Source: an optimization exercise on an open RTL-to-GDS flow (aim: small area, a short achievable clock period and few clock cycles). Production flows keep margins and buffers that such runs may drop. At most, simulation tests tie the RTL to the original design; equivalence was not proved. No functional check of the RTL was part of runs 1 to 3. Power figures rest on the tool's default switching activity, not on a simulated workload.

==> design/flow/design.v <==
package eed_pkg;
  localparam int MAX_LEN = 64;
  localparam int LEN_W   = $clog2(MAX_LEN + 1);
  localparam int OUT_W   = 7;
  localparam int CHAR_W  = 8;
  localparam int FUNC_W  = 2;
  localparam logic [LEN_W-1:0] MAX_CNT = LEN_W'(MAX_LEN);
  localparam logic [FUNC_W-1:0] FN_REF    = 2'd0;
  localparam logic [FUNC_W-1:0] FN_TYPED  = 2'd1;
  localparam logic [FUNC_W-1:0] FN_FINISH = 2'd2;
endpackage
import eed_pkg::*;
module edit_distance_engine_unit (
  input  logic              clk,
  input  logic              rst,
  input  logic              in_valid,
  output logic              in_ready,
  input  logic [FUNC_W-1:0] in_func,
  input  logic [CHAR_W-1:0] in_char_code,
  output logic              out_valid,
  input  logic              out_ready,
  output logic [OUT_W-1:0]  out_distance,
  output logic [OUT_W-1:0]  out_ref_length,
  output logic [OUT_W-1:0]  out_typed_length,
  output logic              out_error
);
  localparam int N   = MAX_LEN;
  localparam int NS  = 4;             
  localparam int SW  = N / NS;        
  localparam int L   = NS;            
  localparam int R_W = 2 * LEN_W + 1;
  localparam int Q_W = R_W + LEN_W;
  logic             rdy;
  logic             acc;
  logic [LEN_W-1:0] ref_count;
  logic [LEN_W-1:0] typed_count;
  logic             error_flag;
  logic             ref_ok, typ_ok, fin_in, err_in;
  assign in_ready = rdy;
  assign acc      = in_valid && rdy;
  assign ref_ok   = acc && (in_func == FN_REF) && (typed_count == '0) && (ref_count != MAX_CNT);
  assign typ_ok   = acc && (in_func == FN_TYPED) && (typed_count != MAX_CNT);
  assign fin_in   = acc && (in_func == FN_FINISH);
  assign err_in   = acc && ((in_func == FN_REF && !ref_ok) || (in_func == FN_TYPED && !typ_ok));
  always_ff @(posedge clk) begin
    if (rst) begin
      ref_count   <= '0;
      typed_count <= '0;
      error_flag  <= 1'b0;
    end else if (fin_in) begin
      ref_count   <= '0;
      typed_count <= '0;
      error_flag  <= 1'b0;
    end else begin
      if (ref_ok) ref_count <= ref_count + LEN_W'(1);
      if (typ_ok) typed_count <= typed_count + LEN_W'(1);
      if (err_in) error_flag <= 1'b1;
    end
  end
  logic [L:1]          ws, ts, fs, es, ks;
  logic [L:1][NS-1:0]  sh;
  logic [NS-1:0]       sh_in;
  logic [2:0][CHAR_W-1:0] cs;       
  logic [2:1][CHAR_W-1:0] cs_r;
  always_comb begin
    for (int q = 0; q < NS; q++) begin
      sh_in[q] = (ref_count >= LEN_W'((NS - 1 - q) * SW));
    end
  end
  always_ff @(posedge clk) begin
    if (rst) begin
      ws <= '0;
      ts <= '0;
      fs <= '0;
      es <= '0;
    end else begin
      ws <= {ws[L-1:1], ref_ok};
      ts <= {ts[L-1:1], typ_ok};
      fs <= {fs[L-1:1], fin_in};
      es <= {es[L-1:1], err_in};
    end
  end
  always_ff @(posedge clk) begin
    ks <= {ks[L-1:1], rst};
    sh <= {sh[L-1:1], sh_in};
    cs_r <= cs[1:0];
  end
  assign cs = {cs_r, in_char_code};
  logic [N-1:0][CHAR_W-1:0] ref_ch;
  always_ff @(posedge clk) begin
    if (ref_ok) begin
      ref_ch <= {in_char_code, ref_ch[N-1:1]};
    end
  end
  logic [NS:0] cy_r, ph_r, mh_r;    
  assign cy_r[0] = 1'b0;
  assign ph_r[0] = 1'b1;
  assign mh_r[0] = 1'b0;
  for (genvar q = 0; q < NS; q++) begin : g_slice
    localparam int ES = (q < 2) ? q : 2;    
    logic [SW-1:0] eq, pv, mv;
    logic [SW-1:0] eq_c;
    logic [SW-1:0] xv, xh, ph, mh, phs, mhs, pv_n, mv_n;
    always_comb begin
      for (int i = 0; i < SW; i++) begin
        eq_c[i] = (ref_ch[q * SW + i] == cs[ES]);
      end
    end
    if (q <= 2) begin : g_eq
      always_ff @(posedge clk) eq <= eq_c;
    end else begin : g_eqd
      localparam int DD = q - 1;
      logic [SW-1:0] eqd [DD];
      always_ff @(posedge clk) begin
        eqd[0] <= eq_c;
        for (int d = 1; d < DD; d++) eqd[d] <= eqd[d-1];
      end
      assign eq = eqd[DD-1];
    end
    localparam int LG = $clog2(SW);
    logic [(LG+1)*SW-1:0] gg, pp;
    logic [SW:0]         cy;
    always_comb begin
      gg[SW-1:0] = eq & pv;
      pp[SW-1:0] = pv;
      for (int l = 0; l < LG; l++) begin
        for (int i = 0; i < SW; i++) begin
          if (i >= (1 << l)) begin
            gg[(l+1)*SW + i] = gg[l*SW + i] | (pp[l*SW + i] & gg[l*SW + i - (1 << l)]);
            pp[(l+1)*SW + i] = pp[l*SW + i] & pp[l*SW + i - (1 << l)];
          end else begin
            gg[(l+1)*SW + i] = gg[l*SW + i];
            pp[(l+1)*SW + i] = pp[l*SW + i];
          end
        end
      end
      cy[0] = cy_r[q];
      for (int i = 0; i < SW; i++) begin
        cy[i+1] = gg[LG*SW + i] | (pp[LG*SW + i] & cy_r[q]);
      end
      xv   = eq | mv;
      xh   = cy[SW-1:0] | eq;
      ph   = mv | ~(xh | pv);
      mh   = pv & xh;
      phs  = {ph[SW-2:0], ph_r[q]};
      mhs  = {mh[SW-2:0], mh_r[q]};
      pv_n = mhs | ~(xv | phs);
      mv_n = phs & xv;
    end
    always_ff @(posedge clk) begin
      if (fs[1 + q] || ks[1 + q]) begin
        pv <= '0;
        mv <= '1;
      end else if (ts[1 + q]) begin
        pv <= pv_n;
        mv <= mv_n;
      end else if (ws[1 + q]) begin
        pv <= {sh[1 + q][q], pv[SW-1:1]};
        mv <= {!sh[1 + q][q], mv[SW-1:1]};
      end
    end
    always_ff @(posedge clk) begin
      cy_r[q + 1] <= cy[SW];
      ph_r[q + 1] <= ts[1 + q] && ph[SW-1];
      mh_r[q + 1] <= ts[1 + q] && mh[SW-1];
    end
  end
  logic [LEN_W-1:0] ref_len, typed_len;
  logic             err_len;
  always_ff @(posedge clk) begin
    if (fs[L] || ks[L]) begin
      ref_len   <= '0;
      typed_len <= '0;
      err_len   <= 1'b0;
    end else begin
      if (ws[L]) ref_len <= ref_len + LEN_W'(1);
      if (ts[L]) typed_len <= typed_len + LEN_W'(1);
      if (es[L]) err_len <= 1'b1;
    end
  end
  logic [LEN_W-1:0] score;
  logic [LEN_W-1:0] score_n;
  always_comb begin
    score_n = score;
    if (ph_r[NS] || ws[L]) score_n = score + LEN_W'(1);
    else if (mh_r[NS])     score_n = score - LEN_W'(1);
  end
  always_ff @(posedge clk) begin
    if (fs[L] || ks[L]) begin
      score <= '0;
    end else begin
      score <= score_n;
    end
  end
  logic             res_valid, hold_valid;
  logic [Q_W-1:0]   res_d, hold_d, new_d;
  logic             push, pop;
  logic             res_valid_n, hold_valid_n;
  assign push  = fs[L];
  assign new_d = {score_n, ref_len, typed_len, err_len};
  assign pop   = res_valid && out_ready;
  always_comb begin
    res_valid_n  = res_valid;
    hold_valid_n = hold_valid;
    if (pop || !res_valid) begin
      if (hold_valid) begin
        res_valid_n  = 1'b1;
        hold_valid_n = push;
      end else begin
        res_valid_n  = push;
      end
    end else if (push) begin
      hold_valid_n = 1'b1;
    end
  end
  always_ff @(posedge clk) begin
    if (rst) begin
      res_valid  <= 1'b0;
      hold_valid <= 1'b0;
    end else begin
      res_valid  <= res_valid_n;
      hold_valid <= hold_valid_n;
    end
  end
  logic res_keep, res_from_hold, res_from_new;
  assign res_from_hold = (pop || !res_valid) && hold_valid;
  assign res_from_new  = (pop || !res_valid) && !hold_valid && push;
  assign res_keep      = !res_from_hold && !res_from_new;
  always_ff @(posedge clk) begin
    res_d <= ({Q_W{res_keep}} & res_d) | ({Q_W{res_from_hold}} & hold_d)
           | ({Q_W{res_from_new}} & new_d);
  end
  always_ff @(posedge clk) begin
    if (push && (hold_valid || (res_valid && !pop))) begin
      hold_d <= new_d;
    end
  end
  logic [L+1:0] held_n;
  logic         held_none, held_one;
  assign held_n = {fs[L-1:1], res_valid_n, hold_valid_n};
  always_comb begin
    held_none = (held_n == '0);
    held_one  = held_none;
    for (int s = 0; s < L + 1; s++) begin
      if (held_n == (L+2)'(1) << s) held_one = 1'b1;
    end
  end
  always_ff @(posedge clk) begin
    if (rst) begin
      rdy <= 1'b1;
    end else begin
      rdy <= fin_in ? held_none : held_one;
    end
  end
  assign out_valid        = res_valid;
  assign out_distance     = res_d[Q_W-1 -: LEN_W];
  assign out_ref_length   = res_d[R_W-1 -: LEN_W];
  assign out_typed_length = res_d[LEN_W:1];
  assign out_error        = res_d[0];
endmodule
==> design/flow/run.sh <==
#!/bin/bash
# synth_recipe.tcl (not shown) runs the flow's synth.tcl, then flattens the netlist and writes it again
# the make line also repeats each setting of config.mk as NAME=value (left out here)
make -C /OpenROAD-flow-scripts/flow DESIGN_CONFIG=/design/flow/config.mk WORK_HOME=/design/flow/orfs CLKGATE_MAP_FILE= SYNTH_SCRIPT=/design/flow/synth_recipe.tcl finish
==> design/flow/config.mk <==
export PLATFORM = sky130hd
export DESIGN_NAME = edit_distance_engine_unit
export DESIGN_NICKNAME = edit_distance_engine_unit
export VERILOG_FILES = /design/flow/design.v
export SDC_FILE = /design/flow/constraint.sdc
export NUM_CORES = 4
export LEC_CHECK = 0
export ABC_CLOCK_PERIOD_IN_PS = 2000
export CAP_MARGIN = 20
export CORE_MARGIN = 2
export CORE_UTILIZATION = 65
export CTS_BUF_LIST = sky130_fd_sc_hd__clkbuf_16
export CTS_CLUSTER_DIAMETER = 120
export CTS_CLUSTER_SIZE = 30
export SETUP_SLACK_MARGIN = 3.8
export SLEW_MARGIN = 20
==> design/flow/constraint.sdc <==
create_clock -name core_clock -period 6.0 [get_ports {clk}]
set_input_delay 1.2000 -clock core_clock [delete_from_list [all_inputs] [get_ports {clk}]]
set_output_delay 1.2000 -clock core_clock [all_outputs]
set_load 0.01 [all_outputs]
==> notes.md, run 1 <==
half-perimeter wire length of the detailed placement result=between 40000 and 50000 microns; DRC viols=0; Longest Clk Path Bufs=3; post-detailed-routing wire length=around 84000 microns; number of synthesized flops with an enable pin=roughly 530; primary flip-flop cell chosen by synthesis mapping=sky130_fd_sc_hd__edfxtp_1; maximum net fanout on the critical path=6; delay of the slowest cell on the worst path=between 0.2 and 0.3 ns; Worst setup EP type=register; number of rows in the core area=86; most used cell, CP=sky130_fd_sc_hd__buf_12; placed inst area=roughly 0.037 sq mm; count of hold-fix buffers inserted at cts=0; Worst EP arrival=about 2.9 ns; required time of the critical path=6.33 ns; Die X-Extent=~240 microns; number of optimization iterations in the first detailed-route pass=6; starting density of the core=0.6584; vias in the first global route=between 20000 and 25000; clock tree from TritonCTS=yes; number of antenna violations at the first check in global routing=1; Setup-failing EPs final=0; Syn Inst Count=roughly 3000; FFs w/ async S/R, synth=0; core area=roughly 0.055 sq mm; CP Cell Sequence=buf_6, nand3b_1, nor3_4, and4_4, buf_16, buf_12, buf_12, buf_16, buf_12, buf_12, buf_12, buf_16; fraction of layout cells with a size suffix above 1=0.1382; synthesized netlist net count=about 3000; vias post-DR=around 24000; last weighted congestion value of the routability-driven placer=0.8962; vias per inst=roughly 6.2; worst setup path class=in -> reg; Max IR drop VDD=roughly 290 uV; clock transition at the registers of the reported paths=around 0.11 ns; Cell Area, Synth=roughly 0.036 sq mm; reg2reg path depth=11; total design power=approximately 0.010 W; sequential share of the synthesized area=0.6198; #FFs+latches synth=about 860; first-iteration detailed-routing DRC count=approximately 2300; area delta synth->final=16.41%; wire length of the first global-routing pass=approximately 130000 microns; Register-to-Register Setup Slack=between 3 and 4 ns; CP max stage cell=sky130_fd_sc_hd__and4_4; cell area after layout=around 0.042 sq mm; unrepaired setup endpoints after global routing=true; sort of element at the start of the critical path=input port; latest clock arrival within the worst-skew pair=0.62 ns; headroom to the max-slew limit=0.2415; outcome=timing/DRC/antenna clean; highest clock frequency the design can meet=0.3913 GHz; Max Slew Vio Count=0; Clock Skews=0.03372 ns; max capacitance violation total=0; final worst path period share=0.4259; buffer cell driving the clock tree root=sky130_fd_sc_hd__clkbuf_16; areal power density over the cells=~240 mW/mm^2; Hold Path Stages=0; fin crit period=2.556 ns; Synthesis Warnings=2; remaining global-route overflow=0; largest net degree at the start of global routing=59; final antenna-violating net count=0; leakage power of the design=between 10 and 15 nW; TNS Setup=0 ns; measured slew at the worst slew-check pin=1.138 ns; number of buffers created by CTS=34; full die area=~0.058 sq mm; Total Routing Usage GR=0.2881; Netlist cell types=a little over 80; average size of a mapped cell=between 10 and 15 sq um; fin nets=~3100; number of I/O pins=38; wire length per cell=about 22 microns; Final Hold Fails=0; path category of the worst min-delay check=reg -> reg; Die Ht=approximately 240 microns; Port Buf Inserts=37; number of sinks on the clock net=about 860; Max H-tree Level=2
[layout make-up]
class | instances | area (sq um)
sequential | 856 | 22540
multi-input combinational | 1876 | 13090
fill | 3404 | 12870
timing repair buffer | 260 | 4373
tap | 748 | 935.9
clock buffer | 35 | 875.8
inverter | 73 | 284.0
clock inverter | 25 | 111.4
timing repair inverter | 1 | 7.507
antenna | 2 | 5.005
[worst max-delay path: cells and delay by family]
family                 cells  cell delay, ns
and+or+nand+nor            3            0.66
buffers and inverters      9            1.00
[registers in the layout, indices dropped and copies added, names as in the netlist, 3 cells and up]
register and flops:
fs 4, cy_r 3, g_slice.mv 64, g_slice.pv 64, es 4, ref_count 7, score 7, mh_r 4
ts 4, ws 4, g_slice.g_eqd.eqd 32, g_slice.eq 48, typed_count 7, typed_len 7, ph_r 4, cs_r 16
res_d 22, sh 6, ref_ch 512, ks 4, ref_len 7, hold_d 22
[final timing paths]
check,startpoint,end
min,g_slice[3].g_eqd.eqd[0][3],g_slice[3].g_eqd.eqd[1][3]
max,in_func[1],ref_ch[5]
max reg2reg,typed_count[0],ref_ch[28]
min reg2reg,g_slice[3].g_eqd.eqd[0][3],g_slice[3].g_eqd.eqd[1][3]
[cells in the final DEF (no fill, tap or decap), types with 57 or more instances in the layout]
master / instances
sky130_fd_sc_hd__nor2_1: 192
sky130_fd_sc_hd__nand2_1: 84
sky130_fd_sc_hd__dfxtp_1: 285
sky130_fd_sc_hd__o21ai_0: 164
sky130_fd_sc_hd__buf_16: 71
sky130_fd_sc_hd__o22ai_1: 57
sky130_fd_sc_hd__xnor2_1: 520
sky130_fd_sc_hd__nor3_1: 62
sky130_fd_sc_hd__a21oi_1: 141
sky130_fd_sc_hd__edfxtp_1: 534
sky130_fd_sc_hd__buf_4: 62
sky130_fd_sc_hd__nand4_1: 140
sky130_fd_sc_hd__inv_1: 92
[per-layer routing]
| layer | routed length (microns) | GRT usage | vias to the layer above |
|---|---|---|---|
| li1 | - | - | 11120 |
| met1 | 37230 | 0.4212 | 12080 |
| met2 | 39940 | 0.4623 | 875 |
| met3 | 5339 | 0.03318 | 91 |
| met4 | 1654 | 0.07529 | 0 |
| met5 | 0 | 0 | - |
[cell usage after synthesis, types with 27 or more instances]
cell type                  instances  area share
sky130_fd_sc_hd__xnor2_1         522        0.13
sky130_fd_sc_hd__nor3_1           63      0.0087
sky130_fd_sc_hd__o21ai_0         164       0.023
sky130_fd_sc_hd__nor2_1          193       0.020
sky130_fd_sc_hd__mux2_2           28      0.0087
sky130_fd_sc_hd__a31oi_1          32      0.0055
sky130_fd_sc_hd__a21oi_1         141       0.019
sky130_fd_sc_hd__buf_1            29      0.0030
sky130_fd_sc_hd__inv_1            70      0.0072
sky130_fd_sc_hd__buf_2            27      0.0037
sky130_fd_sc_hd__o22ai_1          57      0.0098
sky130_fd_sc_hd__dfxtp_1         322        0.18
sky130_fd_sc_hd__mux2i_1          44       0.012
sky130_fd_sc_hd__a21o_1           28      0.0058
sky130_fd_sc_hd__clkbuf_1        102       0.011
sky130_fd_sc_hd__nand4_1         140       0.024
sky130_fd_sc_hd__edfxtp_1        534        0.44
sky130_fd_sc_hd__nand2_1          87      0.0090
[report_power, final]
group / leakage [nW] / internal (W) / switching [W]
Combinational: 5.59 / 0.000474 / 0.000373
Sequential: 7.16 / 0.00635 / 0.000153
Clock: 0.566 / 0.00109 / 0.00176
Total: 13.3 / 0.00792 / 0.00229
[per-stage QoR]
stage | utilization | cells | hold slack (ns) | worst slack, ns
final | 0.7664 | 3876 | 0.3384 | 3.445
after global routing | 0.7664 | 3876 | 0.3433 | 3.410
after CTS | 0.7582 | 3851 | 0.3371 | 3.495
after detailed placement | 0.6759 | 3614 | 0.3121 | 2.180
after global placement | 0.6759 | 3614 | 0.3124 | 2.199
after floorplan | - | 2960 | 0.3096 | 2.323
[cells by family after synthesis]
kind of cell               synth area share
AOI/OAI and AO/OA                    0.1118
xor gates and xnor gates             0.1299
adders and majority gates          0.007485
buffers and inverters               0.02515
DFF                                  0.6198
muxes                               0.02083
and+or+nand+nor                     0.08499
[timing repair]
| item | in CTS | in global routing |
|---|---|---|
| resized for setup | 293 | 30 |
| gates cloned | 66 | 5 |
| setup endpoints to repair | 628 | 594 |
| pin swaps | 8 | 8 |
| buffers inserted | 111 | 18 |
==> run 2, diff against run 1 <==
--- a/design/flow/config.mk
+++ b/design/flow/config.mk
@@ -10,7 +10,7 @@
 export CORE_MARGIN = 2
 export CORE_UTILIZATION = 65
 export CTS_BUF_LIST = sky130_fd_sc_hd__clkbuf_16
-export CTS_CLUSTER_DIAMETER = 120
-export CTS_CLUSTER_SIZE = 30
+export CTS_CLUSTER_DIAMETER = 60
+export CTS_CLUSTER_SIZE = 40
 export SETUP_SLACK_MARGIN = 3.8
 export SLEW_MARGIN = 20
==> notes.md, run 2 <==
CP Cell Sequence=buf_6, nand3b_1, nor3_4, and4_4, buf_12, buf_16, buf_12, buf_12, buf_8, buf_6, buf_16; Largest regs=ref_ch (512), g_slice.mv (64), g_slice.pv (64); required time of the critical path=6.39 ns (+0.06 ns); launch point of the critical path=in_func[1]; top cells by instance count after synthesis=sky130_fd_sc_hd__edfxtp_1, sky130_fd_sc_hd__xnor2_1, sky130_fd_sc_hd__dfxtp_1; unrepaired setup endpoints after global routing=true; final antenna-violating net count=0 (unchanged); Worst setup EP type=register; Yosys top cell area share=0.4421 (unchanged); Setup-failing EPs final=0 (unchanged); area delta synth->final=13.70%; Netlist cell types=83 (unchanged); Worst EP arrival=2.74 ns (-0.14 ns); buffer cell driving the clock tree root=sky130_fd_sc_hd__clkbuf_16; sequential share of the synthesized area=0.6198 (unchanged); number of buffers created by CTS=49 (+44%); FFs w/ async S/R, synth=0 (unchanged); measured slew at the worst slew-check pin=1.144 ns (+0.006718 ns); full die area=0.05771 sq mm (unchanged); vias in the first global route=22360 (-3.5%); fraction of layout cells with a size suffix above 1=0.1260 (-0.01218); commonest cells after routing, fill and taps aside=sky130_fd_sc_hd__edfxtp_1, sky130_fd_sc_hd__xnor2_1, sky130_fd_sc_hd__dfxtp_1; reg2reg path depth=10 (-1); Crit Reg-Reg Endpoint=ref_ch[270]; Longest Clk Path Bufs=3 (unchanged); Max H-tree Level=2 (unchanged); most common cell after layout, fill and taps aside=sky130_fd_sc_hd__edfxtp_1; register bank with the most flops=ref_ch; outcome=timing/DRC/antenna clean; TNS Setup=0 ns (unchanged); fin crit period=2.356 ns (-0.2000 ns); number of synthesized flops with an enable pin=534 (unchanged); worst setup path class=in -> reg; first-iteration detailed-routing DRC count=2061 (-11%); vias post-DR=23620 (-2.2%); starting density of the core=0.6584 (unchanged); reg-to-reg startpoint=typed_count[0]; area used by sequential logic in the layout=0.02254 sq mm (about the same); remaining global-route overflow=0 (unchanged); highest clock frequency the design can meet=0.4245 GHz (+8.5%); #FFs+latches synth=856 (unchanged); wire length per cell=20.75 microns (-4.5%); Total Routing Usage GR=0.2703 (-0.01775); DRC viols=0 (unchanged); Max IR drop VDD=361.5 uV (+23%); Hold Path Stages=0 (unchanged); Synthesis Warnings=2 (unchanged); number of rows in the core area=86 (unchanged); met3 usage=0.03008 (-0.003100); most used cell, CP=sky130_fd_sc_hd__buf_12; final worst path period share=0.3926 (-0.03333); areal power density over the cells=274.6 mW/mm^2 (+14%); clock tree from TritonCTS=yes; smallest setup slack after layout=3.644 ns (+0.2000 ns); primary flip-flop cell chosen by synthesis mapping=sky130_fd_sc_hd__edfxtp_1; number of sinks on the clock net=856 (unchanged); fin nets=3052 (-2.3%); largest net degree at the start of global routing=59 (unchanged); Final Hold Fails=0 (unchanged); Register-to-Register Setup Slack=3.86 ns (+0.24 ns); average size of a mapped cell=12.25 sq um (unchanged); synthesized netlist net count=2982 (unchanged); Largest register FFs=512 (unchanged); # fillers=3584 (+5.3%); latest clock arrival within the worst-skew pair=0.65 ns (+0.03 ns); Syn Inst Count=2960 (unchanged); path category of the worst min-delay check=reg -> reg; number of optimization iterations in the first detailed-route pass=6 (unchanged); Max Slew Vio Count=0 (unchanged); Port Buf Inserts=37 (unchanged); maximum net fanout on the critical path=6 (unchanged); most used routing layer in global routing=met2; delay of the slowest cell on the worst path=0.30 ns (+0.03 ns); headroom to the max-slew limit=0.2370 (-0.004479); cell with the most instances after synthesis=sky130_fd_sc_hd__edfxtp_1; wire length of the first global-routing pass=123300 microns (-5.1%); max capacitance violation total=0 (unchanged); total design power=0.01133 W (+11%); combined area of the multi-input logic cells=0.01307 sq mm (-0.17%); Cell Area, Synth=0.03627 sq mm (unchanged); last weighted congestion value of the routability-driven placer=0.8962 (unchanged); origin of the worst min-delay path=sh[6]; core area=0.05509 sq mm (unchanged); CP max stage cell=sky130_fd_sc_hd__and4_4; half-perimeter wire length of the detailed placement result=46140 microns (unchanged); Die Ht=240.2 microns (unchanged); synth top area cells=sky130_fd_sc_hd__edfxtp_1, sky130_fd_sc_hd__dfxtp_1, sky130_fd_sc_hd__xnor2_1, sky130_fd_sc_hd__nand4_1, sky130_fd_sc_hd__o21ai_0; number of I/O pins=38 (unchanged); worst slack at placement=2.180 ns (unchanged); vias per inst=6.186 (-0.78%); Die X-Extent=240.2 microns (unchanged); post-detailed-routing wire length=79240 microns (-5.9%); Clock Skews=0.03835 ns (+0.004634 ns); clock transition at the registers of the reported paths=0.12 ns (about the same); global-route met2 utilization=0.4277 (-0.03468); number of antenna cells inserted=0 (-2); met1 Usage GRT=0.4059 (-0.01529); number of antenna violations at the first check in global routing=0 (-1); leakage power of the design=12.82 nW (-3.8%); library cell occupying the most area in the post-synthesis netlist=sky130_fd_sc_hd__edfxtp_1; sort of element at the start of the critical path=input port; Critical Path Sink=ref_ch[270]
## run 2: cell counts after synthesis
No cell type changed its count.
## run 2: routing by layer
metal  wire length (microns)  up-vias  part of all wire
met5                       0        -                 0
met4                    1381        0             0.017
met3                    4477       94             0.057
met2                   37030      720              0.47
met1                   36350    11830              0.46
li1                        -    10980                 -
## run 2: metrics by stage
step	utilization	instance area [sq um]	hold WS (ns)	cells
floorplan	-	36330	0.3096	2960
global placement	0.6759	37240	0.3124	3614
detailed placement	0.6759	37240	0.3121	3614
CTS	0.7395	40740	0.3367	3791
global route	0.7486	41240	0.3424	3819
finish	0.7486	41240	0.3349	3819
## run 2: critical path, delay by kind of cell
kind | cells | cell delay [ns]
AND/OR/NAND/NOR | 3 | 0.68
buffers and inverters | 8 | 0.85
## run 2: cell families (layout without fill, tap and decap cells)
| logic type | after synthesis | after routing | share of synthesized area |
|---|---|---|---|
| AOI/OAI and AO/OA | 621 | 622 | 0.1118 |
| xor gates and xnor gates | 538 | 538 | 0.1299 |
| buffers and inverters | 232 | 338 | 0.02515 |
| adders and majority gates | 25 | 25 | 0.007485 |
| and+or+nand+nor | 616 | 620 | 0.08499 |
| DFF | 856 | 856 | 0.6198 |
| muxes | 72 | 72 | 0.02083 |
## run 2: timing repair
action	CTS	global route
hold buffers	0	0
resized for setup	221	25
gates cloned	30	10
setup buffers	55	17
pin swaps	6	5
setup endpoints to repair	620	330
## run 2: how the worst min path moves through the flow
stage                            endpoint  slack (ns)
2_1_floorplan  g_slice[3].g_eqd.eqd[1][0]        0.31
3_3_place_gp   g_slice[3].g_eqd.eqd[1][1]        0.31
3_5_place_dp   g_slice[3].g_eqd.eqd[1][3]        0.31
4_1_cts                            sh[10]        0.34
5_1_grt        g_slice[3].g_eqd.eqd[1][3]        0.34
6_report                           sh[10]        0.33
## run 2: cell type report
cell class | count | area share
inverters | 73 | 0.006887
clock buffers | 51 | 0.03094
well taps | 748 | 0.02269
flip-flops and latches | 856 | 0.5464
repair buffers | 172 | 0.05949
clock inverters | 41 | 0.01656
multi-input cells | 1877 | 0.3168
repair inverters | 1 | 0.0001820
## run 2: where the power goes
part | leakage [nW] | internal (W) | switching (W)
Clock | 0.938 | 0.00179 | 0.00232
Sequential | 7.15 | 0.00635 | 0.000148
Combinational | 4.72 | 0.000375 | 0.000338
Total | 12.8 | 0.00852 | 0.00281
==> run 3, diff against run 2 <==
--- a/design/flow/design.v
+++ b/design/flow/design.v
@@ -27,41 +27,48 @@
   localparam int N   = MAX_LEN;
   localparam int NS  = 4;             
   localparam int SW  = N / NS;        
-  localparam int L   = NS;            
+  localparam int L   = NS + 1;        
   localparam int R_W = 2 * LEN_W + 1;
   localparam int Q_W = R_W + LEN_W;
   logic             rdy;
   logic             acc;
   logic [LEN_W-1:0] ref_count;
   logic [LEN_W-1:0] typed_count;
-  logic             error_flag;
   logic             ref_ok, typ_ok, fin_in, err_in;
-  assign in_ready = rdy;
-  assign acc      = in_valid && rdy;
-  assign ref_ok   = acc && (in_func == FN_REF) && (typed_count == '0) && (ref_count != MAX_CNT);
-  assign typ_ok   = acc && (in_func == FN_TYPED) && (typed_count != MAX_CNT);
-  assign fin_in   = acc && (in_func == FN_FINISH);
-  assign err_in   = acc && ((in_func == FN_REF && !ref_ok) || (in_func == FN_TYPED && !typ_ok));
-  always_ff @(posedge clk) begin
-    if (rst) begin
+  logic             can_ref, typed_room;
+  logic             clr;
+  logic [LEN_W-1:0] ref_inc, typed_inc;
+  assign in_ready  = rdy;
+  assign acc       = in_valid && rdy;
+  assign ref_ok    = acc && (in_func == FN_REF) && can_ref;
+  assign typ_ok    = acc && (in_func == FN_TYPED) && typed_room;
+  assign fin_in    = acc && (in_func == FN_FINISH);
+  assign err_in    = acc && ((in_func == FN_REF && !can_ref) || (in_func == FN_TYPED && !typed_room));
+  assign clr       = rst || fin_in;
+  assign ref_inc   = ref_count + LEN_W'(1);
+  assign typed_inc = typed_count + LEN_W'(1);
+  always_ff @(posedge clk) begin
+    if (clr) begin
       ref_count   <= '0;
       typed_count <= '0;
-      error_flag  <= 1'b0;
-    end else if (fin_in) begin
-      ref_count   <= '0;
-      typed_count <= '0;
-      error_flag  <= 1'b0;
-    end else begin
-      if (ref_ok) ref_count <= ref_count + LEN_W'(1);
-      if (typ_ok) typed_count <= typed_count + LEN_W'(1);
-      if (err_in) error_flag <= 1'b1;
+      can_ref     <= 1'b1;
+      typed_room  <= 1'b1;
+    end else begin
+      if (ref_ok) begin
+        ref_count <= ref_inc;
+        if (ref_count == MAX_CNT - LEN_W'(1)) can_ref <= 1'b0;
+      end
+      if (typ_ok) begin
+        typed_count <= typed_inc;
+        can_ref     <= 1'b0;
+        if (typed_count == MAX_CNT - LEN_W'(1)) typed_room <= 1'b0;
+      end
     end
   end
   logic [L:1]          ws, ts, fs, es, ks;
   logic [L:1][NS-1:0]  sh;
   logic [NS-1:0]       sh_in;
-  logic [2:0][CHAR_W-1:0] cs;       
-  logic [2:1][CHAR_W-1:0] cs_r;
+  logic [3:1][CHAR_W-1:0] cs;
   always_comb begin
     for (int q = 0; q < NS; q++) begin
       sh_in[q] = (ref_count >= LEN_W'((NS - 1 - q) * SW));
@@ -83,13 +90,12 @@
   always_ff @(posedge clk) begin
     ks <= {ks[L-1:1], rst};
     sh <= {sh[L-1:1], sh_in};
-    cs_r <= cs[1:0];
-  end
-  assign cs = {cs_r, in_char_code};
+    cs <= {cs[2:1], in_char_code};
+  end
   logic [N-1:0][CHAR_W-1:0] ref_ch;
   always_ff @(posedge clk) begin
-    if (ref_ok) begin
-      ref_ch <= {in_char_code, ref_ch[N-1:1]};
+    if (ws[1]) begin
+      ref_ch <= {cs[1], ref_ch[N-1:1]};
     end
   end
   logic [NS:0] cy_r, ph_r, mh_r;    
@@ -103,7 +109,7 @@
     logic [SW-1:0] xv, xh, ph, mh, phs, mhs, pv_n, mv_n;
     always_comb begin
       for (int i = 0; i < SW; i++) begin
-        eq_c[i] = (ref_ch[q * SW + i] == cs[ES]);
+        eq_c[i] = (ref_ch[q * SW + i] == cs[1 + ES]);
       end
     end
     if (q <= 2) begin : g_eq
@@ -148,21 +154,21 @@
       mv_n = phs & xv;
     end
     always_ff @(posedge clk) begin
-      if (fs[1 + q] || ks[1 + q]) begin
+      if (fs[2 + q] || ks[2 + q]) begin
         pv <= '0;
         mv <= '1;
-      end else if (ts[1 + q]) begin
+      end else if (ts[2 + q]) begin
         pv <= pv_n;
         mv <= mv_n;
-      end else if (ws[1 + q]) begin
-        pv <= {sh[1 + q][q], pv[SW-1:1]};
-        mv <= {!sh[1 + q][q], mv[SW-1:1]};
+      end else if (ws[2 + q]) begin
+        pv <= {sh[2 + q][q], pv[SW-1:1]};
+        mv <= {!sh[2 + q][q], mv[SW-1:1]};
       end
     end
     always_ff @(posedge clk) begin
       cy_r[q + 1] <= cy[SW];
-      ph_r[q + 1] <= ts[1 + q] && ph[SW-1];
-      mh_r[q + 1] <= ts[1 + q] && mh[SW-1];
+      ph_r[q + 1] <= ts[2 + q] && ph[SW-1];
+      mh_r[q + 1] <= ts[2 + q] && mh[SW-1];
     end
   end
   logic [LEN_W-1:0] ref_len, typed_len;
--- a/design/flow/config.mk
+++ b/design/flow/config.mk
@@ -10,7 +10,7 @@
 export CORE_MARGIN = 2
 export CORE_UTILIZATION = 65
 export CTS_BUF_LIST = sky130_fd_sc_hd__clkbuf_16
-export CTS_CLUSTER_DIAMETER = 60
-export CTS_CLUSTER_SIZE = 40
+export CTS_CLUSTER_DIAMETER = 120
+export CTS_CLUSTER_SIZE = 30
 export SETUP_SLACK_MARGIN = 3.8
 export SLEW_MARGIN = 20
==> notes.md, run 3 <==
areal power density over the cells=255.3 mW/mm^2 (-7.0%); Netlist cell types=82 (-1.2%); reg2reg path depth=7 (-3); headroom to the max-slew limit=0.2541 (+0.01705); # fillers=3873 (+8.1%); unrepaired setup endpoints after global routing=true; DRC viols=0 (unchanged); buffer cell driving the clock tree root=sky130_fd_sc_hd__clkbuf_16; final worst path period share=0.3781 (-0.01451); Syn Inst Count=2909 (-1.7%); Yosys top cell area share=0.4460 (+0.003923); CP Cell Sequence=clkbuf_2; Total Routing Usage GR=0.2441 (-0.02622); placed insts=3532 (-2.3%); Synthesis Warnings=2 (unchanged); Die Ht=239.2 microns (-0.43%); Max Slew Vio Count=0 (unchanged); number of optimization iterations in the first detailed-route pass=5 (-1); area used by sequential logic in the layout=0.02291 sq mm (+1.7%); number of antenna violations at the first check in global routing=2 (+2); max capacitance violation total=0 (unchanged); combined area of the multi-input logic cells=0.01246 sq mm (-4.6%); Cell Area, Synth=0.03595 sq mm (-0.88%); post-detailed-routing wire length=69740 microns (-12%); cell with the most instances after synthesis=sky130_fd_sc_hd__edfxtp_1; number of rows in the core area=86 (unchanged); top cells by instance count after synthesis=sky130_fd_sc_hd__edfxtp_1, sky130_fd_sc_hd__xnor2_1, sky130_fd_sc_hd__dfxtp_1; core area=0.05488 sq mm (-0.39%); Max H-tree Level=2 (unchanged); number of antenna cells inserted=0 (unchanged); last weighted congestion value of the routability-driven placer=0.8243 (-8.0%); final antenna-violating net count=0 (unchanged); clock transition at the registers of the reported paths=0.11 ns (about the same); latest clock arrival within the worst-skew pair=0.60 ns (-0.05 ns); sort of element at the start of the critical path=register; delay of the slowest cell on the worst path=0.37 ns (+0.07 ns); fin crit period=2.268 ns (-0.08706 ns); number of I/O pins=38 (unchanged); Largest regs=ref_ch (512), g_slice.mv (64), g_slice.pv (64); vias post-DR=22100 (-6.4%); full die area=0.05721 sq mm (-0.86%); area delta synth->final=7.319%; register bank with the most flops=ref_ch; CP max stage cell=sky130_fd_sc_hd__dfxtp_4; Worst setup EP type=output pin; path category of the worst min-delay check=reg -> reg; Longest Clk Path Bufs=3 (unchanged); number of standard cells in the layout, taps in and fillers out=3637 (-4.8%); wire length of the first global-routing pass=112800 microns (-8.5%); Crit Reg-Reg Endpoint=ph_r[4]; worst path bufs/invs=1 (-7); FFs w/ async S/R, synth=0 (unchanged); number of synthesized flops with an enable pin=534 (unchanged); wire length per cell=19.18 microns (-7.6%); required time of the critical path=4.80 ns (-1.59 ns); synth top area cells=sky130_fd_sc_hd__edfxtp_1, sky130_fd_sc_hd__dfxtp_1, sky130_fd_sc_hd__xnor2_1, sky130_fd_sc_hd__nand4_1, sky130_fd_sc_hd__o21ai_0; commonest cells after routing, fill and taps aside=sky130_fd_sc_hd__edfxtp_1, sky130_fd_sc_hd__xnor2_1, sky130_fd_sc_hd__dfxtp_1; Hold Path Stages=0 (unchanged); number of buffers created by CTS=35 (-29%); starting density of the core=0.6552 (-0.003232); clock tree from TritonCTS=yes; primary flip-flop cell chosen by synthesis mapping=sky130_fd_sc_hd__edfxtp_1; outcome=timing/DRC/antenna clean; Register-to-Register Setup Slack=3.89 ns (+0.03 ns); sequential share of the synthesized area=0.6353 (+0.01552); remaining global-route overflow=0 (unchanged); Clock Skews=0.03487 ns (-0.003482 ns); measured slew at the worst slew-check pin=1.119 ns (-0.02557 ns); critical path's top delay family=flip-flops; destination of the worst hold path=g_slice[3].g_eqd.eqd[1][3]; Setup-failing EPs final=0 (unchanged); leakage power of the design=11.93 nW (-6.9%); first-iteration detailed-routing DRC count=1910 (-7.3%); Final Hold Fails=0 (unchanged); fraction of layout cells with a size suffix above 1=0.09444 (-0.03158); vias per inst=6.078 (-1.8%); TNS Setup=0 ns (unchanged); vias in the first global route=21110 (-5.6%); Worst EP arrival=1.07 ns (-1.67 ns); origin of the worst min-delay path=g_slice[3].g_eqd.eqd[0][3]; half-perimeter wire length of the detailed placement result=43950 microns (-4.7%); Max IR drop VDD=246.1 uV (-32%); maximum net fanout on the critical path=3 (-3); largest net degree at the start of global routing=134 (+130%); number of sinks on the clock net=874 (+2.1%); highest clock frequency the design can meet=0.4408 GHz (+3.8%); worst setup path class=reg -> out; #FFs+latches synth=874 (+2.1%); library cell occupying the most area in the post-synthesis netlist=sky130_fd_sc_hd__edfxtp_1; Die X-Extent=239.2 microns (-0.43%); Largest register FFs=512 (unchanged); synthesized netlist net count=2930 (-1.7%); average size of a mapped cell=12.36 sq um (+0.86%); most common cell after layout, fill and taps aside=sky130_fd_sc_hd__edfxtp_1; fin nets=2929 (-4.0%); reg-to-reg startpoint=g_slice[3].pv[5]; Port Buf Inserts=37 (unchanged)
-- run 3: metrics by stage --
step	area (sq um)	hold WS, ns	utilization	setup slack (ns)	total power [W]
CTS	38370	0.3380	0.6991	3.516	0.009948
floorplan	36050	0.3096	-	1.797	0.006959
global placement	36990	0.3105	0.6741	2.874	0.007078
finish	38580	0.3362	0.7031	3.732	0.009852
detailed placement	36990	0.3128	0.6741	2.849	0.007093
global route	38580	0.3423	0.7031	3.681	0.01019
-- run 3: repair_timing --
| action | CTS | global route |
|---|---|---|
| cloned | 1 | 1 |
| resized for setup | 158 | 37 |
| hold buffers | 0 | 0 |
| pin swaps | 9 | 9 |
| endpoints found under the setup margin | 137 | 161 |
| buffers inserted | 32 | 6 |
-- run 3: metal layers --
| layer | part of all wire | global-route usage | vias up |
|---|---|---|---|
| met5 | 0 | 0 | - |
| met4 | 0.017 | 0.05985 | 0 |
| met3 | 0.044 | 0.02731 | 77 |
| met2 | 0.46 | 0.3809 | 534 |
| met1 | 0.48 | 0.3695 | 10990 |
| li1 | - | - | 10510 |
-- run 3: final cells by class --
| cell class | count | share of cell area |
|---|---|---|
| Tap cell | 704 | 0.02283 |
| Clock buffer | 35 | 0.02270 |
| Sequential cell | 874 | 0.5938 |
| Timing Repair inverter | 1 | 0.0001297 |
| Timing Repair Buffer | 108 | 0.02627 |
| Clock inverter | 27 | 0.003437 |
| Inverter | 79 | 0.007912 |
| Multi-Input combinational cell | 1809 | 0.3229 |
-- run 3: how the worst max path moves through the flow --
stage,start,endpoint,slack [ns],depth (start not counted)
floorplan,ws[1],ref_ch[0],1.80,0
global placement,rst,can_ref,2.87,3
detailed placement,rst,can_ref,2.85,3
CTS,rdy,in_ready,3.52,1
global route,rdy,in_ready,3.68,1
finish,rdy,in_ready,3.73,1
-- run 3: kinds of logic after synthesis --
family | Yosys count | synth area share
multiplexers | 60 | 0.01778
adder cells (fa/ha/maj) | 26 | 0.007726
AO/OA/AOI/OAI | 576 | 0.1009
XOR/XNOR | 536 | 0.1306
buffers and inverters | 227 | 0.02377
AND/OR/NAND/NOR | 610 | 0.08397
flip-flops | 874 | 0.6353
-- run 3: worst register-to-register path, stage by stage, from the launching register on --
cell and delay (ns):
sky130_fd_sc_hd__dfxtp_1 0.39, sky130_fd_sc_hd__o2111a_1 0.27, sky130_fd_sc_hd__a211o_1 0.28, sky130_fd_sc_hd__a21o_1 0.22, sky130_fd_sc_hd__a31oi_4 0.24, sky130_fd_sc_hd__o21ai_2 0.16, sky130_fd_sc_hd__a2111o_1 0.44, sky130_fd_sc_hd__nand2_1 0.07
-- run 3: power by group --
part | leakage (nW) | switching, W | internal, W
Combinational | 4.11 | 0.000228 | 0.000238
Clock | 0.580 | 0.00176 | 0.00110
Sequential | 7.24 | 0.000117 | 0.00641
==> run 4, diff against run 3 <==
--- a/design/flow/design.v
+++ b/design/flow/design.v
@@ -131,9 +131,9 @@
       pp[SW-1:0] = pv;
       for (int l = 0; l < LG; l++) begin
         for (int i = 0; i < SW; i++) begin
-          if (i >= (1 << l)) begin
-            gg[(l+1)*SW + i] = gg[l*SW + i] | (pp[l*SW + i] & gg[l*SW + i - (1 << l)]);
-            pp[(l+1)*SW + i] = pp[l*SW + i] & pp[l*SW + i - (1 << l)];
+          if (((i >> l) & 1) == 1) begin
+            gg[(l+1)*SW + i] = gg[l*SW + i] | (pp[l*SW + i] & gg[l*SW + ((i >> l) << l) - 1]);
+            pp[(l+1)*SW + i] = pp[l*SW + i] & pp[l*SW + ((i >> l) << l) - 1];
           end else begin
             gg[(l+1)*SW + i] = gg[l*SW + i];
             pp[(l+1)*SW + i] = pp[l*SW + i];
--- a/design/flow/config.mk
+++ b/design/flow/config.mk
@@ -5,7 +5,7 @@
 export SDC_FILE = /design/flow/constraint.sdc
 export NUM_CORES = 4
 export LEC_CHECK = 0
-export ABC_CLOCK_PERIOD_IN_PS = 2000
+export ABC_CLOCK_PERIOD_IN_PS = 3000
 export CAP_MARGIN = 20
 export CORE_MARGIN = 2
 export CORE_UTILIZATION = 65
==> notes.md, run 4 <==
number of sinks on the clock net=874 (unchanged); Die Ht=239.6 microns (+0.17%); Longest Clk Path Bufs=3 (unchanged); path category of the worst min-delay check=reg -> reg; Port Buf Inserts=37 (unchanged); smallest setup slack after layout=3.758 ns (+0.02614 ns); highest clock frequency the design can meet=0.4460 GHz (+1.2%); most common cell after layout, fill and taps aside=sky130_fd_sc_hd__edfxtp_1; half-perimeter wire length of the detailed placement result=42800 microns (-2.6%); wire length per cell=18.81 microns (-1.9%); average size of a mapped cell=12.50 sq um (+1.1%); Cell Area, Synth=0.03607 sq mm (+0.34%); latest clock arrival within the worst-skew pair=0.58 ns (-0.02 ns); buffer cell driving the clock tree root=sky130_fd_sc_hd__clkbuf_16; vias in the first global route=20890 (-1.0%); clock tree from TritonCTS=yes; logic gate share of total power=0.047 (about the same); top cells by instance count after synthesis=sky130_fd_sc_hd__edfxtp_1, sky130_fd_sc_hd__xnor2_1, sky130_fd_sc_hd__dfxtp_1; outcome=timing/DRC/antenna clean; number of synthesized flops with an enable pin=534 (unchanged); required time of the critical path=4.80 ns (about the same); number of optimization iterations in the first detailed-route pass=7 (+2); maximum net fanout on the critical path=3 (unchanged); sort of element at the start of the critical path=register; headroom to the max-slew limit=0.1965 (-0.05755); share of the core filled with cells=0.7016 (-0.001490); TNS Setup=0 ns (unchanged); switch share=0.2133 (-0.0008205); full die area=0.05740 sq mm (+0.33%); #FFs+latches synth=874 (unchanged); Yosys top cell area share=0.4445 (-0.001501); Netlist cell types=81 (-1.2%); Worst EP arrival=1.04 ns (-0.03 ns); remaining global-route overflow=0 (unchanged); Largest regs=ref_ch (512), g_slice.mv (64), g_slice.pv (64); delay of the slowest cell on the worst path=0.37 ns (about the same); first-iteration detailed-routing DRC count=1782 (-6.7%); synthesized netlist net count=2908 (-0.75%); internal portion of total power=0.007739 W (about the same); Largest register FFs=512 (unchanged); clock transition at the registers of the reported paths=0.11 ns (about the same); Max H-tree Level=2 (unchanged); last weighted congestion value of the routability-driven placer=0.8127 (-1.4%); leakage power of the design=11.74 nW (-1.7%); number of antenna violations at the first check in global routing=1 (-1); vias post-DR=21890 (-0.95%); wire length of the first global-routing pass=111200 microns (-1.4%); sequential share of the synthesized area=0.6332 (-0.002137); starting density of the core=0.6561 (+0.0009252); Clock Skews=0.03330 ns (-0.001565 ns); worst setup path class=reg -> out; Die X-Extent=239.6 microns (+0.17%); Total Routing Usage GR=0.2400 (-0.004083); Max IR drop VDD=204.6 uV (-17%); fin nets=2898 (-1.1%); sequential power share=0.663 (about the same); Worst setup EP type=output pin; DRC viols=0 (unchanged); worst slack at placement=2.877 ns (+0.02751 ns); core area=0.05499 sq mm (+0.20%); cell with the most instances after synthesis=sky130_fd_sc_hd__edfxtp_1; fraction of layout cells with a size suffix above 1=0.08408 (-0.01036); CP Cell Sequence=buf_6; number of rows in the core area=86 (unchanged); area delta synth->final=6.940%; max capacitance violation total=0 (unchanged); Final Hold Fails=0 (unchanged); number of I/O pins=38 (unchanged); vias per inst=5.998 (-1.3%); commonest cells after routing, fill and taps aside=sky130_fd_sc_hd__edfxtp_1, sky130_fd_sc_hd__xnor2_1, sky130_fd_sc_hd__dfxtp_1; areal power density over the cells=255.0 mW/mm^2 (-0.13%); placed insts=3551 (+0.54%); Syn Inst Count=2887 (-0.76%); number of antenna cells inserted=0 (unchanged); Synthesis Warnings=2 (unchanged); unrepaired setup endpoints after global routing=true; Setup-failing EPs final=0 (unchanged); sw power=0.002098 W (-0.53%); number of buffers created by CTS=35 (unchanged); proportion of power drawn by the clock network=0.290 (about the same); critical path's top delay family=flip-flops; final antenna-violating net count=0 (unchanged); final worst path period share=0.3737 (-0.004357); measured slew at the worst slew-check pin=1.205 ns (+0.08633 ns); worst path bufs/invs=1 (unchanged); post-detailed-routing wire length=68650 microns (-1.6%); CP max stage cell=sky130_fd_sc_hd__dfxtp_2; synth top area cells=sky130_fd_sc_hd__edfxtp_1, sky130_fd_sc_hd__dfxtp_1, sky130_fd_sc_hd__xnor2_1, sky130_fd_sc_hd__nand4_1, sky130_fd_sc_hd__o21ai_0; fin crit period=2.242 ns (-0.02614 ns); FFs w/ async S/R, synth=0 (unchanged); register bank with the most flops=ref_ch; largest net degree at the start of global routing=213 (+59%); primary flip-flop cell chosen by synthesis mapping=sky130_fd_sc_hd__edfxtp_1; library cell occupying the most area in the post-synthesis netlist=sky130_fd_sc_hd__edfxtp_1; Max Slew Vio Count=0 (unchanged); number of standard cells in the layout, taps in and fillers out=3650 (+0.36%)
## run 4: cell types whose count changed after synthesis, moves of 13 or more
cell | previous run | this run
sky130_fd_sc_hd__a21oi_1 | 143 | 118
sky130_fd_sc_hd__inv_1 | 77 | 49
sky130_fd_sc_hd__mux2i_1 | 29 | 53
sky130_fd_sc_hd__o211ai_1 | 16 | 32
sky130_fd_sc_hd__o21ai_0 | 155 | 133
sky130_fd_sc_hd__o21ai_1 | 2 | 15
sky130_fd_sc_hd__o22ai_1 | 73 | 52
## run 4: worst reg2reg max path: stages (launching register included)
cell                       delay [ns]
sky130_fd_sc_hd__dfxtp_2         0.36
sky130_fd_sc_hd__a21oi_2         0.17
sky130_fd_sc_hd__o22ai_1         0.11
sky130_fd_sc_hd__a2111o_1        0.42
sky130_fd_sc_hd__o21bai_1        0.19
sky130_fd_sc_hd__a31o_1          0.24
sky130_fd_sc_hd__maj3_2          0.31
sky130_fd_sc_hd__o21a_1          0.16
## run 4: kinds of logic (layout without fill, tap and decap cells)
group           count (synthesis)  count (layout)  share of synthesized area
compound gates                549             550                    0.09784
xor+xnor                      536             536                     0.1301
fa+ha+maj                      23              23                   0.006902
buf+inv                       197             211                    0.02081
flops                         874             874                     0.6332
mux                            83              83                    0.02407
simple gates                  625             625                    0.08706
## run 4: metrics by stage
stage | hold WS (ns) | power [W] | cell area (sq um)
finish | 0.3370 | 0.009838 | 38580
global route | 0.3479 | 0.01017 | 38580
CTS | 0.3418 | 0.009929 | 38410
detailed placement | 0.3147 | 0.007093 | 37120
global placement | 0.3123 | 0.007076 | 37120
floorplan | 0.3096 | 0.006960 | 36170
## run 4: final timing paths
kind                                             startpoint                           to  slack [ns]  depth (start not counted)
worst max-delay path                              res_d[11]            out_ref_length[3]        3.76                          1
worst min-delay path            g_slice[3].g_eqd.eqd[0][10]  g_slice[3].g_eqd.eqd[1][10]        0.34                          0
worst max register to register   g_slice[3].g_eqd.eqd[1][4]            g_slice[3].pv[13]        3.91                          7
worst min register to register  g_slice[3].g_eqd.eqd[0][10]  g_slice[3].g_eqd.eqd[1][10]        0.34                          0
## run 4: final cells by class
cell class / instances / area (sq um)
inverters: 50 / 202.7
multi-input cells: 1817 / 12620
well taps: 748 / 935.9
repair buffers: 97 / 889.6
clock buffers: 35 / 875.8
flip-flops and latches: 874 / 22910
fillers: 3840 / 16410
repair inverters: 2 / 12.51
clock inverters: 27 / 132.6
## run 4: power by group through the flow
| stage | sequential (W) | clock (W) | combinational, W |
|---|---|---|---|
| 2_1_floorplan | 0.00662 | 0 | 0.000336 |
| 3_3_place_gp | 0.00666 | 0 | 0.000420 |
| 3_5_place_dp | 0.00666 | 0 | 0.000433 |
| 4_1_cts | 0.00652 | 0.00294 | 0.000460 |
| 5_1_grt | 0.00654 | 0.00312 | 0.000511 |
| 6_report | 0.00652 | 0.00285 | 0.000464 |
## run 4: what timing repair did
action                     CTS  global route
cloned                       2             1
resized for setup          156            22
hold buffers                 0             0
setup endpoints to repair   76            79
setup buffers               25             8
pin swaps                    3             4
## run 4: layer usage
metal	part of all wire	vias up	track usage
met5	0	-	0
met4	0.016	0	0.05663
met3	0.044	69	0.02386
met2	0.47	500	0.3817
met1	0.47	10860	0.3592
li1	-	10470	-
Testbench counts of run 4, summed over its fixed seeds: cycles 28,719.
==> run 5, diff against run 4 <==
--- a/design/flow/config.mk
+++ b/design/flow/config.mk
@@ -5,12 +5,12 @@
 export SDC_FILE = /design/flow/constraint.sdc
 export NUM_CORES = 4
 export LEC_CHECK = 0
-export ABC_CLOCK_PERIOD_IN_PS = 3000
+export ABC_CLOCK_PERIOD_IN_PS = 2000
 export CAP_MARGIN = 20
 export CORE_MARGIN = 2
 export CORE_UTILIZATION = 65
 export CTS_BUF_LIST = sky130_fd_sc_hd__clkbuf_16
 export CTS_CLUSTER_DIAMETER = 120
 export CTS_CLUSTER_SIZE = 30
-export SETUP_SLACK_MARGIN = 3.8
+export SETUP_SLACK_MARGIN = 3.7
 export SLEW_MARGIN = 20
==> notes.md, run 5 <==
Max Slew Vio Count=0 (unchanged); number of standard cells in the layout, taps in and fillers out=3648 (-0.055%); clock tree from TritonCTS=yes; most used routing layer in global routing=met2; max capacitance violation total=0 (unchanged); Netlist cell types=81 (unchanged); #FFs+latches synth=874 (unchanged); Max H-tree Level=2 (unchanged); average size of a mapped cell=12.50 sq um (unchanged); Longest Clk Path Bufs=3 (unchanged); unrepaired setup endpoints after global routing=true; number of synthesized flops with an enable pin=534 (unchanged); Worst EP arrival=1.06 ns (+0.02 ns); Largest register FFs=512 (unchanged); Cell Area, Synth=0.03607 sq mm (unchanged); final worst path period share=0.3760 (+0.002312); cell area after layout=0.03852 sq mm (-0.15%); most common cell after layout, fill and taps aside=sky130_fd_sc_hd__edfxtp_1; placed insts=3552 (+0.028%); fin nets=2896 (-0.069%); cell with the most instances after synthesis=sky130_fd_sc_hd__edfxtp_1; register bank with the most flops=ref_ch; Yosys top cell area share=0.4445 (unchanged); Clock Skews=0.03459 ns (+0.001288 ns); area delta synth->final=6.781%; wire length of the first global-routing pass=112200 microns (+0.98%); CP Cell Sequence=clkbuf_2; highest clock frequency the design can meet=0.4432 GHz (-0.61%); critical path's top delay family=flip-flops; count of hold-fix buffers inserted at cts=0 (unchanged); path category of the worst min-delay check=reg -> reg; final antenna-violating net count=0 (unchanged); headroom to the max-slew limit=0.2172 (+0.02066); area used by sequential logic in the layout=0.02290 sq mm (about the same); fraction of layout cells with a size suffix above 1=0.08172 (-0.002356); Worst setup EP type=output pin; primary flip-flop cell chosen by synthesis mapping=sky130_fd_sc_hd__edfxtp_1; number of buffers created by CTS=35 (unchanged); TNS Setup=0 ns (unchanged); synthesized netlist net count=2908 (unchanged); core area=0.05499 sq mm (unchanged); Largest regs=ref_ch (512), g_slice.mv (64), g_slice.pv (64); Final Hold Fails=0 (unchanged); first-iteration detailed-routing DRC count=1874 (+5.2%); sort of element at the start of the critical path=register; worst hold slack=0.3354 ns (-0.001613 ns); wire length per cell=19.19 microns (+2.0%); combined area of the multi-input logic cells=0.01260 sq mm (-0.19%); maximum net fanout on the critical path=2 (-1); number of antenna cells inserted=0 (unchanged); starting density of the core=0.6561 (unchanged); vias per inst=6.042 (+0.72%); met3 usage=0.02305 (-0.0008067); number of cells on the critical path=1 (unchanged); buffer cell driving the clock tree root=sky130_fd_sc_hd__clkbuf_16; # fillers=3848 (+0.21%); number of antenna violations at the first check in global routing=0 (-1); fin crit period=2.256 ns (+0.01387 ns); CP max stage cell=sky130_fd_sc_hd__dfxtp_4; clock transition at the registers of the reported paths=0.11 ns (about the same); required time of the critical path=4.80 ns (about the same); measured slew at the worst slew-check pin=1.173 ns (-0.03260 ns); remaining global-route overflow=0 (unchanged); largest net degree at the start of global routing=200 (-6.1%); Die X-Extent=239.6 microns (unchanged); areal power density over the cells=256.7 mW/mm^2 (+0.68%); Syn Inst Count=2887 (unchanged); last weighted congestion value of the routability-driven placer=0.8114 (-0.16%); Total Routing Usage GR=0.2421 (+0.002048); number of optimization iterations in the first detailed-route pass=5 (-2); Die Ht=239.6 microns (unchanged); half-perimeter wire length of the detailed placement result=43840 microns (+2.4%); global-route met2 utilization=0.3852 (+0.003426); Hold Path Stages=0 (unchanged); number of I/O pins=38 (unchanged); sequential share of the synthesized area=0.6332 (unchanged); worst path bufs/invs=1 (unchanged); vias in the first global route=21250 (+1.7%); top cells by instance count after synthesis=sky130_fd_sc_hd__edfxtp_1, sky130_fd_sc_hd__xnor2_1, sky130_fd_sc_hd__dfxtp_1; placed inst area=0.03712 sq mm (about the same); DRC viols=0 (unchanged); latest clock arrival within the worst-skew pair=0.59 ns (about the same); outcome=timing/DRC/antenna clean; post-detailed-routing wire length=70000 microns (+2.0%); full die area=0.05740 sq mm (unchanged); Setup-failing EPs final=0 (unchanged); commonest cells after routing, fill and taps aside=sky130_fd_sc_hd__edfxtp_1, sky130_fd_sc_hd__xnor2_1, sky130_fd_sc_hd__dfxtp_1; reg2reg path depth=1 (-6); library cell occupying the most area in the post-synthesis netlist=sky130_fd_sc_hd__edfxtp_1; Port Buf Inserts=37 (unchanged); leakage power of the design=11.76 nW (+0.18%); number of rows in the core area=86 (unchanged); worst setup path class=reg -> out; number of sinks on the clock net=874 (unchanged); vias post-DR=22040 (+0.67%); Synthesis Warnings=2 (unchanged); synth top area cells=sky130_fd_sc_hd__edfxtp_1, sky130_fd_sc_hd__dfxtp_1, sky130_fd_sc_hd__xnor2_1, sky130_fd_sc_hd__nand4_1, sky130_fd_sc_hd__o21ai_0; FFs w/ async S/R, synth=0 (unchanged); delay of the slowest cell on the worst path=0.36 ns (about the same); met1 Usage GRT=0.3647 (+0.005475); Max IR drop VDD=317.8 uV (+55%)
==> run 5: cell counts after synthesis <==
Identical to the previous run, type by type.
==> run 5: final cells by class <==
cell class / count / area share
tap: 748 / 0.02430
inverter: 50 / 0.005165
multi-input combinational: 1817 / 0.3271
clock inverter: 25 / 0.003118
timing repair buffer: 96 / 0.02163
sequential: 874 / 0.5945
timing repair inverter: 1 / 0.0001299
clock buffer: 37 / 0.02404
==> run 5: cells by family after synthesis <==
kind of cell | Yosys count | share of synthesized area
AOI/OAI and AO/OA | 549 | 0.09784
and+or+nand+nor | 625 | 0.08706
xor gates and xnor gates | 536 | 0.1301
DFF | 874 | 0.6332
muxes | 83 | 0.02407
buffers and inverters | 197 | 0.02081
adders and majority gates | 23 | 0.006902
==> run 5: path summary, 6_finish.rpt <==
path                                 to                        from  slack [ns]
min          g_slice[3].g_eqd.eqd[1][9]  g_slice[3].g_eqd.eqd[0][9]        0.34
max reg2reg                 ref_ch[422]                       ws[1]        3.83
min reg2reg  g_slice[3].g_eqd.eqd[1][9]  g_slice[3].g_eqd.eqd[0][9]        0.34
max                            in_ready                         rdy        3.74
==> run 5: timing repair <==
item,CTS,global route
pin swaps,2,4
gates cloned,1,2
buffers inserted,22,7
endpoints found under the setup margin,66,282
resized for setup,125,27
hold endpoints to repair,0,0
==> run 5: power breakdown <==
part	switching [W]	internal, W	leakage (nW)
sequential	0.000120	0.00641	7.20
clock	0.00176	0.00115	0.595
combinational	0.000225	0.000227	3.96
total	0.00211	0.00778	11.8
==> run 5: metrics by stage <==
| stage | worst slack (ns) | total power, W | utilization |
|---|---|---|---|
| floorplan | 1.797 | 0.006958 | - |
| global placement | 2.887 | 0.007076 | 0.6751 |
| detailed placement | 2.851 | 0.007095 | 0.6751 |
| CTS | 3.531 | 0.009965 | 0.6962 |
| global route | 3.693 | 0.01023 | 0.7006 |
| finish | 3.744 | 0.009889 | 0.7006 |
==> run 5: layer usage <==
layer  vias to the layer above  part of all wire
li1                      10470                 -
met1                     11040              0.48
met2                       460              0.46
met3                        73             0.038
met4                         0             0.017
met5                         -                 0
==> run 6, diff against run 5 <==
--- a/design/flow/config.mk
+++ b/design/flow/config.mk
@@ -12,5 +12,5 @@
 export CTS_BUF_LIST = sky130_fd_sc_hd__clkbuf_16
 export CTS_CLUSTER_DIAMETER = 120
 export CTS_CLUSTER_SIZE = 30
-export SETUP_SLACK_MARGIN = 3.7
+export SETUP_SLACK_MARGIN = 3.8
 export SLEW_MARGIN = 20
==> notes.md, run 6 <==
outcome=timing/DRC/antenna clean; most common cell after layout, fill and taps aside=sky130_fd_sc_hd__edfxtp_1; headroom to the max-slew limit=0.1965 (-0.02066); remaining global-route overflow=0 (unchanged); final antenna-violating net count=0 (unchanged); TNS Setup=0 ns (unchanged); synth top area cells=sky130_fd_sc_hd__edfxtp_1, sky130_fd_sc_hd__dfxtp_1, sky130_fd_sc_hd__xnor2_1, sky130_fd_sc_hd__nand4_1, sky130_fd_sc_hd__o21ai_0; Worst EP arrival=1.04 ns (-0.02 ns); number of buffers created by CTS=35 (unchanged); half-perimeter wire length of the detailed placement result=42800 microns (-2.4%); share of the core filled with cells=0.7016 (+0.001047); Die X-Extent=239.6 microns (unchanged); Crit Reg-Reg Endpoint=g_slice[3].pv[13]; number of antenna cells inserted=0 (unchanged); Syn Inst Count=2887 (unchanged); vias post-DR=21890 (-0.66%); sort of element at the start of the critical path=register; Max IR drop VDD=204.6 uV (-36%); buffer cell driving the clock tree root=sky130_fd_sc_hd__clkbuf_16; leakage power of the design=11.74 nW (-0.18%); vias in the first global route=20890 (-1.7%); highest clock frequency the design can meet=0.4460 GHz (+0.62%); number of antenna violations at the first check in global routing=1 (+1); core area=0.05499 sq mm (unchanged); latest clock arrival within the worst-skew pair=0.58 ns (about the same); Die Ht=239.6 microns (unchanged); maximum net fanout on the critical path=3 (+1); max capacitance violation total=0 (unchanged); CP max stage cell=sky130_fd_sc_hd__dfxtp_2; number of rows in the core area=86 (unchanged); sequential power share=0.663 (+0.003); Largest regs=ref_ch (512), g_slice.mv (64), g_slice.pv (64); fin nets=2898 (+0.069%); placed insts=3551 (-0.028%); #FFs+latches synth=874 (unchanged); worst setup path class=reg -> out; Netlist cell types=81 (unchanged); Yosys top cell area share=0.4445 (unchanged); internal portion of total power=0.007739 W (-0.56%); starting density of the core=0.6561 (unchanged); register bank with the most flops=ref_ch; worst path bufs/invs=1 (unchanged); path category of the worst min-delay check=reg -> reg; Max H-tree Level=2 (unchanged); number of I/O pins=38 (unchanged); sequential share of the synthesized area=0.6332 (unchanged); number of synthesized flops with an enable pin=534 (unchanged); post-detailed-routing wire length=68650 microns (-1.9%); final worst path period share=0.3737 (-0.002312); Clock Skews=0.03330 ns (-0.001288 ns); area delta synth->final=6.940%; Synthesis Warnings=2 (unchanged); last weighted congestion value of the routability-driven placer=0.8127 (+0.16%); synthesized netlist net count=2908 (unchanged); Hold Path Stages=0 (unchanged); proportion of power drawn by the clock network=0.290 (-0.004); number of standard cells in the layout, taps in and fillers out=3650 (+0.055%); library cell occupying the most area in the post-synthesis netlist=sky130_fd_sc_hd__edfxtp_1; number of sinks on the clock net=874 (unchanged); critical path's top delay family=flip-flops; DRC viols=0 (unchanged); Register-to-Register Setup Slack=3.91 ns (+0.08 ns); logic gate share of total power=0.047 (about the same); Cell Area, Synth=0.03607 sq mm (unchanged); CP Cell Sequence=buf_6; largest net degree at the start of global routing=213 (+6.5%); amount of wire on met3 after detailed routing=3016 microns (+14%); primary flip-flop cell chosen by synthesis mapping=sky130_fd_sc_hd__edfxtp_1; Worst setup EP type=output pin; required time of the critical path=4.80 ns (about the same); unrepaired setup endpoints after global routing=true; top cells by instance count after synthesis=sky130_fd_sc_hd__edfxtp_1, sky130_fd_sc_hd__xnor2_1, sky130_fd_sc_hd__dfxtp_1; areal power density over the cells=255.0 mW/mm^2 (-0.67%); top routing layer used=met4; reg2reg path depth=7 (+6); fraction of layout cells with a size suffix above 1=0.08408 (+0.002356); average size of a mapped cell=12.50 sq um (unchanged); sw power=0.002098 W (-0.38%); reg-to-reg startpoint=g_slice[3].g_eqd.eqd[1][4]; met1 wire length=32480 microns (-3.3%); vias per inst=5.998 (-0.72%); first-iteration detailed-routing DRC count=1782 (-4.9%); number of optimization iterations in the first detailed-route pass=7 (+2); cell with the most instances after synthesis=sky130_fd_sc_hd__edfxtp_1; delay of the slowest cell on the worst path=0.37 ns (about the same); clock transition at the registers of the reported paths=0.11 ns (about the same); wire length per cell=18.81 microns (-2.0%); origin of the worst min-delay path=g_slice[3].g_eqd.eqd[0][10]; destination of the worst hold path=g_slice[3].g_eqd.eqd[1][10]; met2 wirelength from detailed routing=32020 microns (-1.6%); measured slew at the worst slew-check pin=1.205 ns (+0.03260 ns); Port Buf Inserts=37 (unchanged); Largest register FFs=512 (unchanged); Total Routing Usage GR=0.2400 (-0.002048); FFs w/ async S/R, synth=0 (unchanged); Setup-failing EPs final=0 (unchanged); Longest Clk Path Bufs=3 (unchanged); switch share=0.2133 (+0.0003118); clock tree from TritonCTS=yes; wire length of the first global-routing pass=111200 microns (-0.97%); Max Slew Vio Count=0 (unchanged); Final Hold Fails=0 (unchanged); full die area=0.05740 sq mm (unchanged); fin crit period=2.242 ns (-0.01387 ns); count of hold-fix buffers inserted at cts=0 (unchanged); commonest cells after routing, fill and taps aside=sky130_fd_sc_hd__edfxtp_1, sky130_fd_sc_hd__xnor2_1, sky130_fd_sc_hd__dfxtp_1
## run 6: cell counts after synthesis
No cell type changed its count.
## run 6: metrics by stage
| stage | hold WS, ns | power [W] | area, sq um | setup WS, ns |
|---|---|---|---|---|
| after floorplan | 0.3096 | 0.006960 | 36170 | 1.797 |
| after global placement | 0.3123 | 0.007076 | 37120 | 2.864 |
| after detailed placement | 0.3147 | 0.007093 | 37120 | 2.877 |
| after CTS | 0.3418 | 0.009929 | 38410 | 3.719 |
| after global routing | 0.3479 | 0.01017 | 38580 | 3.724 |
| final | 0.3370 | 0.009838 | 38580 | 3.758 |
## run 6: worst max path at each step
stage | startpoint | to | slack, ns | depth (start not counted)
after global placement | out_ready | rdy | 2.86 | 8
after CTS | rdy | in_ready | 3.72 | 1
after detailed placement | in_func[0] | ref_count[5] | 2.88 | 5
after global routing | res_d[11] | out_ref_length[3] | 3.72 | 1
final | res_d[11] | out_ref_length[3] | 3.76 | 1
after floorplan | ws[1] | ref_ch[0] | 1.80 | 0
## run 6: cell type report
class / instances / area [sq um]
clock buffer: 35 / 875.8
clock inverter: 27 / 132.6
fill: 3840 / 16410
inverter: 50 / 202.7
multi-input combinational: 1817 / 12620
sequential: 874 / 22910
tap: 748 / 935.9
timing repair buffer: 97 / 889.6
timing repair inverter: 2 / 12.51
## run 6: power groups by stage
stage | clock (W) | sequential (W) | combinational [W]
CTS | 0.00294 | 0.00652 | 0.000460
finish | 0.00285 | 0.00652 | 0.000464
global placement | 0 | 0.00666 | 0.000420
floorplan | 0 | 0.00662 | 0.000336
global route | 0.00312 | 0.00654 | 0.000511
detailed placement | 0 | 0.00666 | 0.000433
## run 6: cells by family (layout without fill, tap and decap cells)
| group | Yosys count | in the layout | share of synthesized area |
|---|---|---|---|
| AO/OA/AOI/OAI | 549 | 550 | 0.09784 |
| flip-flops | 874 | 874 | 0.6332 |
| AND/OR/NAND/NOR | 625 | 625 | 0.08706 |
| buffers and inverters | 197 | 211 | 0.02081 |
| adder cells (fa/ha/maj) | 23 | 23 | 0.006902 |
| multiplexers | 83 | 83 | 0.02407 |
| XOR/XNOR | 536 | 536 | 0.1301 |
## run 6: what timing repair did
action,4_1_cts,5_1_grt
cloned,2,1
endpoints found under the setup margin,76,79
setup buffers,25,8
gates resized for setup,156,22
hold endpoints to repair,0,0
pin swaps,3,4
## run 6: metal layers
metal	vias up	GRT usage
li1	10470	-
met1	10860	0.3592
met2	500	0.3817
met3	69	0.02386
met4	0	0.05663
met5	-	0

## separate check: timing with driven ports
How much do the figures lean on ideal ports? The routed layouts below were timed once more, with nothing changed but the port constraints. Step 1 assumes that a clkbuf_16 drives the clock port and a buf_2 every other input. Step 2 moves the port delays by t, midway between the first and last clock arrival at a register: inputs arrive t later, outputs are due t later. That takes back most of the time a late clock gives input paths. a / b / c = ideal / step 1 / step 2; a / b = the first two.
| run | t, ns | slack for setup (ns) | worst setup path at the end | latest minus earliest clock arrival (ns) | worst data-port slew with drivers (ns) |
|---|---|---|---|---|---|
| run 1 | 0.657 | 3.444 / 3.472 / 2.815 | input to register | 0.044 / 0.044 | 0.04 |
| run 2 | 0.689 | 3.644 / 3.645 / 2.984 | input to register | 0.040 / 0.040 | 0.04 |
| run 3 | 0.641 | 3.732 / 3.671 / 3.329 | input to register | 0.035 / 0.035 | 0.03 |
| run 4 | 0.633 | 3.758 / 3.697 / 3.320 | input to register | 0.043 / 0.043 | 0.03 |
| run 5 | 0.632 | 3.744 / 3.687 / 3.362 | input to register | 0.039 / 0.038 | 0.03 |
| run 6 | 0.633 | 3.758 / 3.697 / 3.320 | input to register | 0.043 / 0.043 | 0.03 |
After both steps setup and hold are still met in every run listed. The setup slack of run 2, which loses most, moves by +0.001 ns with the drivers and by -0.660 ns with both steps.
